From an optimization exercise on the open Yosys and OpenROAD flow, aimed at a short achievable clock period and few clock cycles per item; shortcuts taken in it are not production practice.
No functional check of the RTL was part of any run shown here.
Power and IR drop assume default switching activity.

==> flow/design.v <==
package lrupr_pkg;
  localparam int FRAMES    = 8;
  localparam int PAGE_BITS = 16;
endpackage
module lru_page_replacement_unit (
  input  logic        clk,
  input  logic        rst_n,
  input  logic        cfg_valid,
  output logic        cfg_ready,
  input  logic [3:0]  cfg_data,
  input  logic        in_tvalid,
  output logic        in_tready,
  input  logic [15:0] in_tdata,    
  input  logic        in_tuser,    
  output logic        out_tvalid,
  input  logic        out_tready,
  output logic [55:0] out_tdata    
);
  localparam int F    = 8;
  localparam int EW   = 22;         
  localparam int FD   = 4;          
  localparam int CAP  = FD + 1;     
  logic [F-1:0] act_r;
  assign cfg_ready = 1'b1;
  always_ff @(posedge clk) begin
    if (!rst_n) begin
      act_r <= '1;
    end else if (cfg_valid) begin
      for (int k = 0; k < F; k++) begin
        act_r[k] <= (k == 0) || (cfg_data > 4'(k));
      end
    end
  end
  logic [15:0]  page_r [F];
  logic [F-1:0] valid_r;
  logic [F-1:0] newer_r [F];
  logic [F-1:0] wsel_r;
  logic [15:0]  wpg_r;
  logic        in_tready_o;    
  logic        in_nrdy;        
  logic        in_x;
  logic        p0_v;
  logic        p0_nr;
  logic [15:0] p0_pg;
  assign in_tready = in_tready_o;
  assign in_x      = in_tvalid && !in_nrdy;
  always_ff @(posedge clk) begin
    p0_pg <= in_tdata;
    p0_nr <= in_tuser;
    if (!rst_n) p0_v <= 1'b0;
    else        p0_v <= in_x;
  end
  logic         p1_v;
  logic         p1_nr;
  logic [15:0]  p1_pg;
  logic [F-1:0] m_r;       
  logic [F-1:0] pre;       
  logic         eq;        
  logic         eqw;       
  logic [F-1:0] selg;      
  logic [F-1:0] vnx;       
  always_comb begin
    eq  = (p1_pg == p0_pg);
    eqw = (wpg_r == p0_pg);
    for (int k = 0; k < F; k++) begin
      pre[k] = wsel_r[k] ? eqw : (page_r[k] == p0_pg);
    end
  end
  always_ff @(posedge clk) begin
    p1_nr <= p0_nr;
    p1_pg <= p0_pg;
    for (int k = 0; k < F; k++) begin
      m_r[k] <= act_r[k] && (selg[k] ? eq : (vnx[k] && pre[k]));
    end
    if (!rst_n) p1_v <= 1'b0;
    else        p1_v <= p0_v;
  end
  logic [F-1:0] hsel, e, esel, vsel, sel, before_m;
  logic         hit, empty;
  always_comb begin
    for (int k = 0; k < F; k++) begin
      e[k] = act_r[k] && !valid_r[k];
    end
    hit   = |m_r;
    empty = |e;
    for (int k = 0; k < F; k++) begin
      before_m[k] = 1'b0;
      esel[k]     = e[k];
      for (int j = 0; j < k; j++) begin
        if (m_r[j]) before_m[k] = 1'b1;
        if (e[j])   esel[k]     = 1'b0;
      end
      hsel[k] = m_r[k] && !before_m[k];
    end
    for (int k = 0; k < F; k++) begin
      vsel[k] = act_r[k];
      for (int j = 0; j < F; j++) begin
        if (j != k && act_r[j] && !newer_r[j][k]) vsel[k] = 1'b0;
      end
    end
    for (int k = 0; k < F; k++) begin
      sel[k] = hsel[k] || (!hit && (empty ? esel[k] : vsel[k]));
    end
    if (!p1_v)      selg = '0;
    else if (p1_nr) selg = F'(1);
    else            selg = sel;
    if (p1_v && p1_nr) vnx = F'(1);
    else               vnx = valid_r | selg;
  end
  always_ff @(posedge clk) begin
    if (!rst_n) valid_r <= '0;
    else        valid_r <= vnx;
    for (int k = 0; k < F; k++) begin
      for (int j = 0; j < F; j++) begin
        if (j != k) newer_r[k][j] <= selg[k] || (!selg[j] && newer_r[k][j]);
      end
    end
  end
  always_ff @(posedge clk) begin
    wpg_r <= p1_pg;
    if (!rst_n) wsel_r <= '0;
    else        wsel_r <= selg;
    for (int k = 0; k < F; k++) begin
      if (wsel_r[k]) page_r[k] <= wpg_r;
    end
  end
  logic         p2_v;
  logic         p2_nr;
  logic         p2_hit;
  logic         p2_ev;
  logic [F-1:0] p2_slot;
  logic [15:0]  p2_evpg;
  logic [15:0]  evpg;
  logic [2:0]   slot_enc;
  logic [EW-1:0] p2_d;
  always_comb begin
    evpg = '0;
    for (int k = 0; k < F; k++) begin
      if (vsel[k]) evpg = evpg | (wsel_r[k] ? wpg_r : page_r[k]);
    end
  end
  always_ff @(posedge clk) begin
    p2_nr   <= p1_nr;
    p2_hit  <= hit && !p1_nr;
    p2_ev   <= !hit && !empty && !p1_nr;
    p2_slot <= p1_nr ? F'(1) : sel;
    p2_evpg <= evpg;
    if (!rst_n) p2_v <= 1'b0;
    else        p2_v <= p1_v;
  end
  always_comb begin
    slot_enc = '0;
    for (int k = 0; k < F; k++) begin
      if (p2_slot[k]) slot_enc = slot_enc | 3'(k);
    end
    p2_d = {p2_nr, (p2_ev ? p2_evpg : 16'd0), p2_ev, slot_enc, p2_hit};
  end
  logic [EW-1:0] fifo [FD];
  logic [FD-1:0] occ;
  logic [FD-1:0] wpos;
  logic          out_v_o;      
  logic          out_nv;       
  logic [20:0]   out_d;
  logic [31:0]   fault_o;      
  logic [31:0]   fault_c;      
  logic [31:0]   fault_nx;
  logic [EW-1:0] head;
  logic          head_v;
  logic          load, pop, upd, out_x;
  logic [2:0]    cnt;
  logic [2:0]    cnt_inc, cnt_dec;
  logic          rdy_inc;
  assign load   = out_nv || out_tready;
  assign pop    = load && occ[0];
  assign head   = occ[0] ? fifo[0] : p2_d;
  assign head_v = occ[0] || p2_v;
  assign upd    = load && head_v;
  assign out_x  = !out_nv && out_tready;
  always_comb begin
    for (int i = 0; i < FD; i++) begin
      wpos[i] = !occ[i] && ((i == 0) || occ[i-1]);
    end
    if (head[EW-1])                   fault_nx = 32'd1;
    else if (!head[0] && !(&fault_c)) fault_nx = fault_c + 32'd1;
    else                              fault_nx = fault_c;
    cnt_inc = cnt + 3'd1;
    cnt_dec = cnt - 3'd1;
    rdy_inc = (cnt_inc < 3'(CAP));
  end
  always_ff @(posedge clk) begin
    for (int i = 0; i < FD; i++) begin
      if (pop) begin
        fifo[i] <= (i + 1 < FD && occ[(i + 1) % FD]) ? fifo[(i + 1) % FD] : p2_d;
      end else if (wpos[i]) begin
        fifo[i] <= p2_d;
      end
    end
    if (load) out_d <= head[20:0];
    if (!rst_n) begin
      occ         <= '0;
      out_v_o     <= 1'b0;
      out_nv      <= 1'b1;
      fault_c     <= '0;
      fault_o     <= '0;
      cnt         <= '0;
      in_tready_o <= 1'b1;
      in_nrdy     <= 1'b0;
    end else begin
      for (int i = 0; i < FD; i++) begin
        if (pop) occ[i] <= ((i + 1 < FD) && occ[(i + 1) % FD]) || (p2_v && occ[i]);
        else     occ[i] <= occ[i] || (p2_v && !load && wpos[i]);
      end
      out_v_o <= !load || head_v;
      out_nv  <= load && !head_v;
      if (upd) fault_c <= fault_nx;
      fault_o <= upd ? fault_nx : (load ? 32'd0 : fault_c);
      if (in_x && !out_x) begin
        cnt         <= cnt_inc;
        in_tready_o <= rdy_inc;
        in_nrdy     <= !rdy_inc;
      end else if (!in_x && out_x) begin
        cnt         <= cnt_dec;
        in_tready_o <= 1'b1;
        in_nrdy     <= 1'b0;
      end
    end
  end
  assign out_tvalid = out_v_o;
  assign out_tdata  = {3'b000, fault_o, out_d};
endmodule
==> flow/run.sh <==
#!/bin/bash
# synth_recipe.tcl (not shown) runs the flow's synth.tcl, then flattens the netlist and writes it again
# the make line also repeats each setting of config.mk as NAME=value (left out here)
make -C /OpenROAD-flow-scripts/flow DESIGN_CONFIG=/design/flow/config.mk WORK_HOME=/design/flow/orfs CLKGATE_MAP_FILE= SYNTH_SCRIPT=/design/flow/synth_recipe.tcl finish
==> flow/config.mk <==
export PLATFORM = sky130hd
export DESIGN_NAME = lru_page_replacement_unit
export DESIGN_NICKNAME = lru_page_replacement_unit
export VERILOG_FILES = /design/flow/design.v
export SDC_FILE = /design/flow/constraint.sdc
export NUM_CORES = 4
export LEC_CHECK = 0
export ABC_CLOCK_PERIOD_IN_PS = 1500
export CAP_MARGIN = 20
export CORE_MARGIN = 2
export CORE_UTILIZATION = 40
export SETUP_SLACK_MARGIN = 3.3
export SLEW_MARGIN = 20
==> flow/constraint.sdc <==
create_clock -name core_clock -period 5.0 [get_ports {clk}]
set_input_delay 1.0000 -clock core_clock [delete_from_list [all_inputs] [get_ports {clk}]]
set_output_delay 1.0000 -clock core_clock [all_outputs]
set_load 0.01 [all_outputs]
==> reports/results.ini, run 1 <==
[global_routing]
grt_pass1_wl_um=98100
met1_usage_pct=32.1
grt_max_degree=72
antenna_found_initial=2
use_met2_pct=41.8
grt_pass1_vias=16600
overflow=0
grt_usage_pct=24.8
use_met3_pct=3.54
grt-busiest-layer=met2

[routing]
drtIter0Drc=1513
first_pass_iters=5
ant_nets=0
wl_um=67300
wl_per_cell_um=22.3
drc_errors=0
vias=17200
viasPerCell=5.70

[setup_path]
worst-r2r-cell-count=8
worst-path-buf-inv=3
crit_required_ns=5.48
critPathMaxStageDelay_ns=0.74
cp.arrival_ns=2.77
path_class=register to register
r2r_end=newer_r[0][7]$_DFF_P_
cpMostUsedCell=nor2_4
cp-start-kind=register
critPathSlowestCell=o31ai_2
ff2ff_setup_slack_ns=2.71
critPathMaxFanout=7
cp_cell_sequence=or4_4, nor2_4, buf_6, buf_4, o31ai_2, nor2_4, buf_12, a21o_1
endpoint_kind=register
critPathTopFamily=compound AO/OA/AOI/OAI gates
timing.rr.start=m_r[6]$_DFF_P_

[cells_and_area]
area_delta_synth_final_pct=44.0
layout-drive-gt1-share_pct=45.0
stdcell_area_um2=28700
final_common_cell=dfxtp_1
fin_nets=2341
fin_util_pct=58.4
nFillCells=3918
layout_common_cells=dfxtp_1, buf_4, nand2_1
instances_no_fill=3013
num_antenna_cells=0

[clocking]
worstSkewPairLatency_ns=0.61
cts_buffer_depth=3
clk_pin_slew_ns=0.06
cts_tree=done
numCtsBuffers=51
cts_hold_buffers=0
cts.sinks=478
htreeDepth=2
cts_root_buffer=clkbuf_16

[yosys]
synth-seq-area-share_pct=52.5
netlist.area_leader.share_pct=39.3
synth-seq-cells=478
synth_largest_area_cell=dfxtp_1
synth_flop_cell=dfxtp_1
postSynthCellCount=1960
yosys_warnings=5
synth.avg_cell_area_um2=10.2
async_flop_share_pct=0
synth_edf_count=87
netlist-cell-type-count=82
synth.top_cells.by_area=dfxtp_1, edfxtp_1, mux2_2
syn_area_um2=19900

[sta]
hold_viol=0
fin_crit_ns=2.29
period_share_pct=45.8
setup_viol=0
clock.fmax_mhz=436
whs_ns=0.333
timing.setup.tns_ns=0
worstMarginPinSlew_ns=0.923
final_max_slew_viol_count=0
relSlewSlack_pct=38.1
setup_ws_ns=2.71
rsz0062_at_grt=true
skew_ns=0.0259

[power]
finalPower_mw=8.53
p_leak_nw=11.5
power.density_nw_per_um2=298
ir_drop_v=0.000257

[status]
status=finished clean

[place]
dp.cells=2605
port_buffers=80
place_congestion=0.865
place_ws_ns=0.969
hpwlAfterDp_um=36500
dpl_cell_area_um2=21800

[worst_hold_path]
min_from=p0_nr$_DFF_P_
min_path_cells=0
hp-class=register to register
min_to=p1_nr$_DFF_P_

[die]
chipHeight_um=227
die-area_um2=51500
start_util_pct=40.6
core.rowCount=81
die_w_um=227
num_io_pins=85
core_area_um2=49100

[job]
maxCapViolCount=0

[state kept, by name, indices dropped and copies added, names as in the netlist, 21 cells and up]
name and count:
fault_c 32, newer_r 56, fault_o 32, page_r 128, out_d 21, fifo 88
[cell type report]
type	count	area (µm²)	share of cell area, %
timing repair buffer	399	4010	14.0
multi-input combinational	1320	11200	39.0
clock inverter	22	265	0.926
clock buffer	69	1470	5.11
sequential	478	10700	37.2
inverter	60	253	0.882
tap	664	831	2.90
timing repair inverter	1	8.76	0.0306
[synthesized netlist by cell type, types with 5 or more instances]
master    count
a31oi_1      17
nand3_1      37
nor2b_1      30
o22ai_1      23
a22o_1        7
o21ai_0     136
nand2_1     223
nor2_1       54
nor3b_1       9
nand4_1      59
a211oi_1      8
dfxtp_1     391
o21ai_1       5
or3_1         7
nor4_1       21
clkbuf_1     77
a32o_1        7
and2_1       22
and3_1       10
buf_1        17
nand2b_1     20
inv_1        58
a311oi_1      6
xor2_1       21
a22oi_1      33
nand4b_1      7
a221oi_1      5
a21o_1       23
nor3_1       29
buf_2        23
a21oi_1      69
or4_1         9
mux2_2      135
mux2i_1       8
o21a_1       12
xnor2_1     142
edfxtp_1     87
a31o_2        5
o31ai_1      23
[worst max-delay path by stage]
stage | start | end | slack [ns] | cells past startpoint
6_report | m_r[6]$_DFF_P_ | newer_r[0][7]$_DFF_P_ | 2.71 | 8
2_1_floorplan | out_tready | fifo[1][0]$_DFFE_PP_ | 2.86 | 4
5_1_grt | valid_r[3]$_SDFF_PN0_ | m_r[1]$_DFF_P_ | 2.68 | 8
4_1_cts | valid_r[3]$_SDFF_PN0_ | m_r[6]$_DFF_P_ | 2.73 | 6
3_5_place_dp | out_tready | fifo[2][12]$_DFFE_PP_ | 0.97 | 6
3_3_place_gp | out_tready | fifo[2][10]$_DFFE_PP_ | 1.12 | 6
[logic make-up after synthesis]
kind of cell / after synthesis / synth area share (%)
AOI/OAI and AO/OA: 418 / 13.6
xor gates and xnor gates: 163 / 7.17
adders and majority gates: 4 / 0.252
buffers and inverters: 184 / 3.71
DFF: 478 / 52.5
muxes: 143 / 8.04
other: 2 / 0.0377
and+or+nand+nor: 568 / 14.7
[where the power goes]
group          switching, mW  internal [mW]
clock network           1.59           2.35
registers              0.113           3.98
logic                  0.247          0.245
total                   1.95           6.58
[routing by layer]
metal  vias up  part of all wire, %
li1       7749                    -
met1      8498                   41
met2       726                   48
met3       203                  6.8
met4         2                  4.1
met5         -                0.013
[repair_timing]
| item | CTS | global route |
|---|---|---|
| pin swaps | 180 | 139 |
| setup endpoints to repair | 400 | 331 |
| resized for setup | 672 | 203 |
| cloned | 20 | 7 |
| buffers inserted | 239 | 51 |
==> run 2: changes to the inputs <==
--- a/flow/config.mk
+++ b/flow/config.mk
@@ -9,5 +9,7 @@
 export CAP_MARGIN = 20
 export CORE_MARGIN = 2
 export CORE_UTILIZATION = 40
+export CTS_CLUSTER_DIAMETER = 60
+export CTS_CLUSTER_SIZE = 30
 export SETUP_SLACK_MARGIN = 3.3
 export SLEW_MARGIN = 20
==> run 2 against run 1 <==
Register-to-register slack worse by 0.04 ns. First-iteration DRC count increased by 0.33%. Clock power fell by 17%. Combinational power hardly changed. Synthesized area unchanged. Sequential power is essentially flat. Highest routed layer unchanged. Fmax is 1.8% lower. Non-clock buffer count down 22. Utilization fell by 1.4 points. Worst hold slack better by 0.0084 ns.
==> reports/results.ini, run 2 <==
[status]
status=finished clean

[die]
core.rowCount=81
die-area_um2=51500
core_area_um2=49100
start_util_pct=40.6
chipHeight_um=227
die_w_um=227
num_io_pins=85

[place]
place_ws_ns=0.969
dp.cells=2605
place_congestion=0.865
port_buffers=80
hpwlAfterDp_um=36500

[setup_path]
critPathTopFamily=simple AND/OR/NAND/NOR gates
path_class=register to register
critPathMaxFanout=6
cp_cell_sequence=and2b_2, or4_4, buf_12, nor4_4, o211ai_1, buf_6, or2_0, a21boi_1
worst-path-buf-inv=2
cp-startpoint=act_r[3]$_SDFFE_PN1P_
crit_required_ns=5.50
endpoint_kind=register
critPathSlowestCell=or4_4
cp-start-kind=register
cp.arrival_ns=2.84
timing.rr.start=act_r[3]$_SDFFE_PN1P_
critPathMaxStageDelay_ns=0.53

[global_routing]
met1_usage_pct=31.6
grt_max_degree=39
grt_pass1_vias=16400
use_met3_pct=3.69
antenna_found_initial=3
grt-busiest-layer=met2
overflow=0
grt_pass1_wl_um=96300
grt_usage_pct=24.5
use_met2_pct=41.3

[power]
power.density_nw_per_um2=281
p_leak_nw=11.1
finalPower_mw=7.85
ir_drop_v=0.000223

[sta]
final_max_slew_viol_count=0
skew_ns=0.0331
timing.setup.tns_ns=0
rsz0062_at_grt=true
clock.fmax_mhz=428
relSlewSlack_pct=32.6
setup_viol=0
setup_ws_ns=2.67
fin_crit_ns=2.33
worstMarginPinSlew_ns=1.00
hold_viol=0
period_share_pct=46.7

[routing]
wl_um=65800
drtIter0Drc=1518
viasPerCell=5.69
vias=16900
first_pass_iters=6
wl_per_cell_um=22.2
drc_errors=0
ant_nets=0

[yosys]
synth_largest_area_cell=dfxtp_1
yosys_warnings=5
synth-seq-area-share_pct=52.5
synth_flop_cell=dfxtp_1
synth_edf_count=87
async_flop_share_pct=0
synth.top_cells.by_area=dfxtp_1, edfxtp_1, mux2_2
postSynthCellCount=1960
synth.avg_cell_area_um2=10.2
netlist.area_leader.share_pct=39.3
netlist-cell-type-count=82
synth-seq-cells=478
yosysMostFrequentCell=dfxtp_1
syn_area_um2=19900
yosys-top-cells-count=dfxtp_1, nand2_1, xnor2_1, o21ai_0, mux2_2

[cells_and_area]
num_antenna_cells=0
fin_util_pct=57.0
instances_no_fill=2970
area_delta_synth_final_pct=40.5
top_regs=page_r x128, fifo x88, newer_r x56
layout_common_cells=dfxtp_1, buf_4, nand2_1
top_register=page_r
layout-drive-gt1-share_pct=44.7
final_common_cell=dfxtp_1
nFillCells=4026
multi_input_area_um2=11200
fin_nets=2305
largest_register_ff_count=128
ff_latch_area_um2=10700

[clocking]
clk_pin_slew_ns=0.08
numCtsBuffers=39
cts.sinks=478
cts_hold_buffers=0
htreeDepth=2
cts_root_buffer=clkbuf_16
cts_tree=done
worstSkewPairLatency_ns=0.60
cts_buffer_depth=3

[job]
maxCapViolCount=0

[worst_hold_path]
min_from=p0_nr$_DFF_P_
hp-class=register to register

-- run 2: cell counts after synthesis --
No cell type changed its count.
-- run 2: metrics by stage --
step / hold slack [ns] / instance area, µm²
finish: 0.341 / 28000
global route: 0.343 / 28000
CTS: 0.341 / 26600
detailed placement: 0.331 / 21800
global placement: 0.320 / 21800
floorplan: 0.310 / 20800
-- run 2: final timing paths --
check | depth (start not counted) | slack, ns | end
min | 0 | 0.34 | p1_nr$_DFF_P_
max reg2reg | 8 | 2.67 | m_r[1]$_DFF_P_
max | 8 | 2.67 | m_r[1]$_DFF_P_
min reg2reg | 0 | 0.34 | p1_nr$_DFF_P_
-- run 2: kinds of logic after synthesis --
| family | after synthesis | share of synthesized area, % |
|---|---|---|
| mux | 143 | 8.04 |
| simple gates | 568 | 14.7 |
| fa+ha+maj | 4 | 0.252 |
| buf+inv | 184 | 3.71 |
| compound gates | 418 | 13.6 |
| other cells | 2 | 0.0377 |
| flops | 478 | 52.5 |
| xor+xnor | 163 | 7.17 |
-- run 2: per-layer routing --
layer	vias to the layer above	routed length (µm)
met2	660	31900
met5	-	23
met4	4	2450
met3	175	4060
li1	7670	-
met1	8380	27400
-- run 2: cell type report --
type                    count  share of cell area, %
flip-flops and latches    478                   38.1
clock inverters            30                   1.15
multi-input cells        1318                   39.9
inverters                  60                  0.882
repair buffers            377                   13.3
clock buffers              42                   3.64
well taps                 664                   2.97
repair inverters            1                 0.0403
-- run 2: what timing repair did --
action | in CTS | in global routing
hold endpoints to repair | 0 | 0
buffers inserted | 213 | 54
cloned | 23 | 3
setup endpoints to repair | 399 | 325
pin swaps | 175 | 127
resized for setup | 667 | 203
-- run 2: report_power, final --
part / switching (mW) / leakage, nW / internal [mW] / total, mW
Clock: 1.64 / 0.660 / 1.63 / 3.27
Sequential: 0.112 / 4.04 / 3.98 / 4.09
Combinational: 0.252 / 6.44 / 0.244 / 0.496
Total: 2.00 / 11.1 / 5.85 / 7.85
==> run 3: changes to the inputs <==
--- a/flow/design.v
+++ b/flow/design.v
@@ -33,7 +33,8 @@
   end
   logic [15:0]  page_r [F];
   logic [F-1:0] valid_r;
-  logic [F-1:0] newer_r [F];
+  logic [F-1:0] newer_r [F];    
+  logic [F-1:0] nw [F];         
   logic [F-1:0] wsel_r;
   logic [15:0]  wpg_r;
   logic        in_tready_o;    
@@ -93,9 +94,16 @@
       hsel[k] = m_r[k] && !before_m[k];
     end
     for (int k = 0; k < F; k++) begin
+      for (int j = 0; j < F; j++) begin
+        if (k < j)      nw[k][j] = newer_r[k][j];
+        else if (k > j) nw[k][j] = !newer_r[j][k];
+        else            nw[k][j] = 1'b0;
+      end
+    end
+    for (int k = 0; k < F; k++) begin
       vsel[k] = act_r[k];
       for (int j = 0; j < F; j++) begin
-        if (j != k && act_r[j] && !newer_r[j][k]) vsel[k] = 1'b0;
+        if (j != k && act_r[j] && !nw[j][k]) vsel[k] = 1'b0;
       end
     end
     for (int k = 0; k < F; k++) begin
@@ -112,7 +120,7 @@
     else        valid_r <= vnx;
     for (int k = 0; k < F; k++) begin
       for (int j = 0; j < F; j++) begin
-        if (j != k) newer_r[k][j] <= selg[k] || (!selg[j] && newer_r[k][j]);
+        if (k < j) newer_r[k][j] <= selg[k] || (!selg[j] && newer_r[k][j]);
       end
     end
   end
@@ -160,7 +168,8 @@
   logic [FD-1:0] wpos;
   logic          out_v_o;      
   logic          out_nv;       
-  logic [20:0]   out_d;
+  logic [20:0]   out_d;        
+  logic [20:0]   out_d_c;      
   logic [31:0]   fault_o;      
   logic [31:0]   fault_c;      
   logic [31:0]   fault_nx;
@@ -195,7 +204,8 @@
         fifo[i] <= p2_d;
       end
     end
-    if (load) out_d <= head[20:0];
+    if (load) out_d_c <= head[20:0];
+    out_d <= load ? head[20:0] : out_d_c;
     if (!rst_n) begin
       occ         <= '0;
       out_v_o     <= 1'b0;
--- a/flow/config.mk
+++ b/flow/config.mk
@@ -9,7 +9,6 @@
 export CAP_MARGIN = 20
 export CORE_MARGIN = 2
 export CORE_UTILIZATION = 40
-export CTS_CLUSTER_DIAMETER = 60
-export CTS_CLUSTER_SIZE = 30
+export GPL_TIMING_DRIVEN = 1
 export SETUP_SLACK_MARGIN = 3.3
 export SLEW_MARGIN = 20
==> run 3 against run 2 <==
Synthesized area fell by 4.6%. Die area fell by 4.5%. Non-clock buffer count fell by 60. Global-route usage fell by 2.3 points. Via count fell by 6.4%. Cell area fell by 6.2%. Count of clock-buffer cells in the layout rose by 26. Total power rose by 5.1%. Highest routed layer is now met4. Largest power group unchanged. Sequential share of layout area rose by 0.47 points. Cell count fell by 6.7%. Utilization fell by 0.82 points.
==> reports/results.ini, run 3 <==
[status]
status=finished clean

[routing]
drtIter0Drc=1319
drc_errors=0
vias=15800
viasPerCell=5.71
ant_nets=0
wl_um=58300
first_pass_iters=18
wl_per_cell_um=21.0

[power]
swShare_pct=23.1
p_leak_nw=10.2
ir_drop_v=0.000295
power.switching_mw=1.91
power.density_nw_per_um2=315
p_seq_share_pct=47.1
clkPwrFrac_pct=46.1
p_int_mw=6.35
pwr-share-comb_pct=6.7

[sta]
fin_crit_ns=2.32
hold_viol=0
rsz0062_at_grt=true
relSlewSlack_pct=43.6
timing.setup.tns_ns=0
clock.fmax_mhz=431
setup_viol=0
final_max_slew_viol_count=0
worstMarginPinSlew_ns=0.845
skew_ns=0.0204
period_share_pct=46.4

[die]
num_io_pins=85
die_w_um=222
start_util_pct=40.7
core_area_um2=46700
core.rowCount=79
die-area_um2=49200
chipHeight_um=222

[cells_and_area]
top_register=page_r
layout-drive-gt1-share_pct=39.9
instances_no_fill=2770
num_antenna_cells=0
top_regs=page_r x128, fifo x88
largest_register_ff_count=128
final_common_cell=dfxtp_1
fin_nets=2154
fin_util_pct=56.2
layout_common_cells=dfxtp_1, nand2_1, xnor2_1
area_delta_synth_final_pct=38.1

[setup_path]
cp.arrival_ns=2.79
path_class=register to register
critPathMaxStageDelay_ns=0.59
endpoint_kind=register
crit_required_ns=5.47
ff2ff_setup_slack_ns=2.68
cp-start-kind=register
critPathMaxFanout=4
cp_cell_sequence=nor2b_4, or4_4, or3_4, a311oi_4, inv_2, a21o_1
critPathSlowestCell=or4_4

[clocking]
cts_tree=done
worstSkewPairLatency_ns=0.59
clk_pin_slew_ns=0.06
cts_buffer_depth=3
cts_hold_buffers=0
htreeDepth=2
cts_root_buffer=clkbuf_16
cts.sinks=450
numCtsBuffers=48

[global_routing]
grt_pass1_vias=15200
overflow=0
grt_max_degree=44
grt_pass1_wl_um=86900
antenna_found_initial=0
grt_usage_pct=22.2

[yosys]
yosysMostFrequentCell=dfxtp_1
netlist-cell-type-count=76
synth.top_cells.by_area=dfxtp_1, edfxtp_1, xnor2_1
yosys-top-cells-count=dfxtp_1, nand2_1, xnor2_1, o21ai_0, mux2_2
syn_area_um2=19000
synth-seq-cells=450
yosys_warnings=6
async_flop_share_pct=0
synth.avg_cell_area_um2=10.1
postSynthCellCount=1877
synth_flop_cell=dfxtp_1
synth-seq-area-share_pct=52.1
synth_edf_count=87
synth_largest_area_cell=dfxtp_1
netlist.area_leader.share_pct=38.3

[job]
maxCapViolCount=0

[worst_hold_path]
hp-class=register to register

[place]
hpwlAfterDp_um=33500
dp.cells=2445
port_buffers=80
place_congestion=0.854

-- run 3: changes by cell type after synthesis, sizes merged, moves of 27 or more --
cell and delta:
dfxtp -28, o21ai -32, mux2 -29, a221oi +27, mux2i +35
-- run 3: routing by layer --
metal  GRT usage (%)  routed length (µm)  vias to the layer above
met3            3.94                3430                      190
met5               0                   0                        -
met2            36.7               28200                      617
li1                -                   -                     7253
met1            29.0               24300                     7743
met4            8.11                2300                        0
-- run 3: power groups by stage --
stage	registers (mW)	clock network (mW)	logic, mW
4_1_cts	3.89	3.86	0.496
6_report	3.89	3.81	0.555
3_5_place_dp	3.99	0	0.406
3_3_place_gp	3.98	0	0.401
2_1_floorplan	3.91	0	0.347
5_1_grt	3.91	4.02	0.589
-- run 3: cells by family (layout without fill, tap and decap cells) --
group	Yosys count	after routing	synth area share [%]
compound gates	391	395	13.8
xor+xnor	164	164	7.57
fa+ha+maj	4	4	0.264
buf+inv	212	486	4.61
flops	450	450	52.1
mux	149	149	8.56
other cells	2	4	0.0396
simple gates	505	511	13.1
-- run 3: worst max-delay path: cells and delay by family, from the launching register on --
family          cells  cell delay (ns)
flops               1             0.37
buf+inv             1             0.13
compound gates      2             0.57
simple gates        3             1.15
-- run 3: worst paths after layout --
check,end,startpoint,depth (start not counted)
worst max register to register,newer_r[0][1]$_DFF_P_,act_r[5]$_SDFFE_PN1P_,6
worst max-delay path,newer_r[0][1]$_DFF_P_,act_r[5]$_SDFFE_PN1P_,6
worst min register to register,p1_nr$_DFF_P_,p0_nr$_DFF_P_,0
worst min-delay path,p1_nr$_DFF_P_,p0_nr$_DFF_P_,0
-- run 3: final cells by class --
class	instances	area, µm²
Tap cell	607	759
Timing Repair Buffer	317	3090
Multi-Input combinational cell	1227	10200
Clock inverter	21	303
Sequential cell	450	10100
Fill cell	3835	20400
Inverter	78	317
Timing Repair inverter	2	17.5
Clock buffer	68	1400
-- run 3: stage by stage --
stage,hold WS [ns],setup WS [ns],power [mW],area [µm²]
global placement,0.314,1.37,4.38,20700
floorplan,0.310,2.69,4.25,20000
CTS,0.329,2.72,8.25,25000
finish,0.327,2.68,8.26,26200
global route,0.347,2.63,8.51,26200
detailed placement,0.316,1.21,4.39,20700
-- run 3: timing repair --
item                       in CTS  in global routing
cloned                          9                  5
pin swaps                     143                105
setup endpoints to repair     367                309
resized for setup             591                172
buffers inserted              174                 48

==> port drivers added, routing unchanged <==
The flow's constraints put no driver on any port. The routed layouts listed below were extracted and timed again, unchanged, in two steps. Step 1: set_driving_cell puts a clkbuf_16 on clk and a buf_2 on each other input, an assumption about the parent block. Step 2 adds t to the input delays and takes it off the output delays; t is the mean of the earliest and latest rising clock arrival at the registers after step 1. Input paths then give back, and output paths get back, about the clock's delay inside the block. a / b / c = no drivers / after step 1 / after step 2; a / b = the first two.
run	shift t [ns]	slack for setup (ns)	hold WS [ns]	worst slew at a driven data input, ns	pins driven straight from the clock port
run 1	0.647	2.709 / 2.709 / 2.492	0.333 / 0.333 / 0.333	0.05	1
run 2	0.641	2.666 / 2.666 / 2.480	0.341 / 0.341 / 0.341	0.04	1
run 3	0.635	2.679 / 2.679 / 2.562	0.327 / 0.327 / 0.327	0.04	1
After both steps setup and hold are still met in every run listed. For run 1, which loses most, drivers alone change the setup slack by 0.000 ns; drivers and shift together by -0.217 ns.
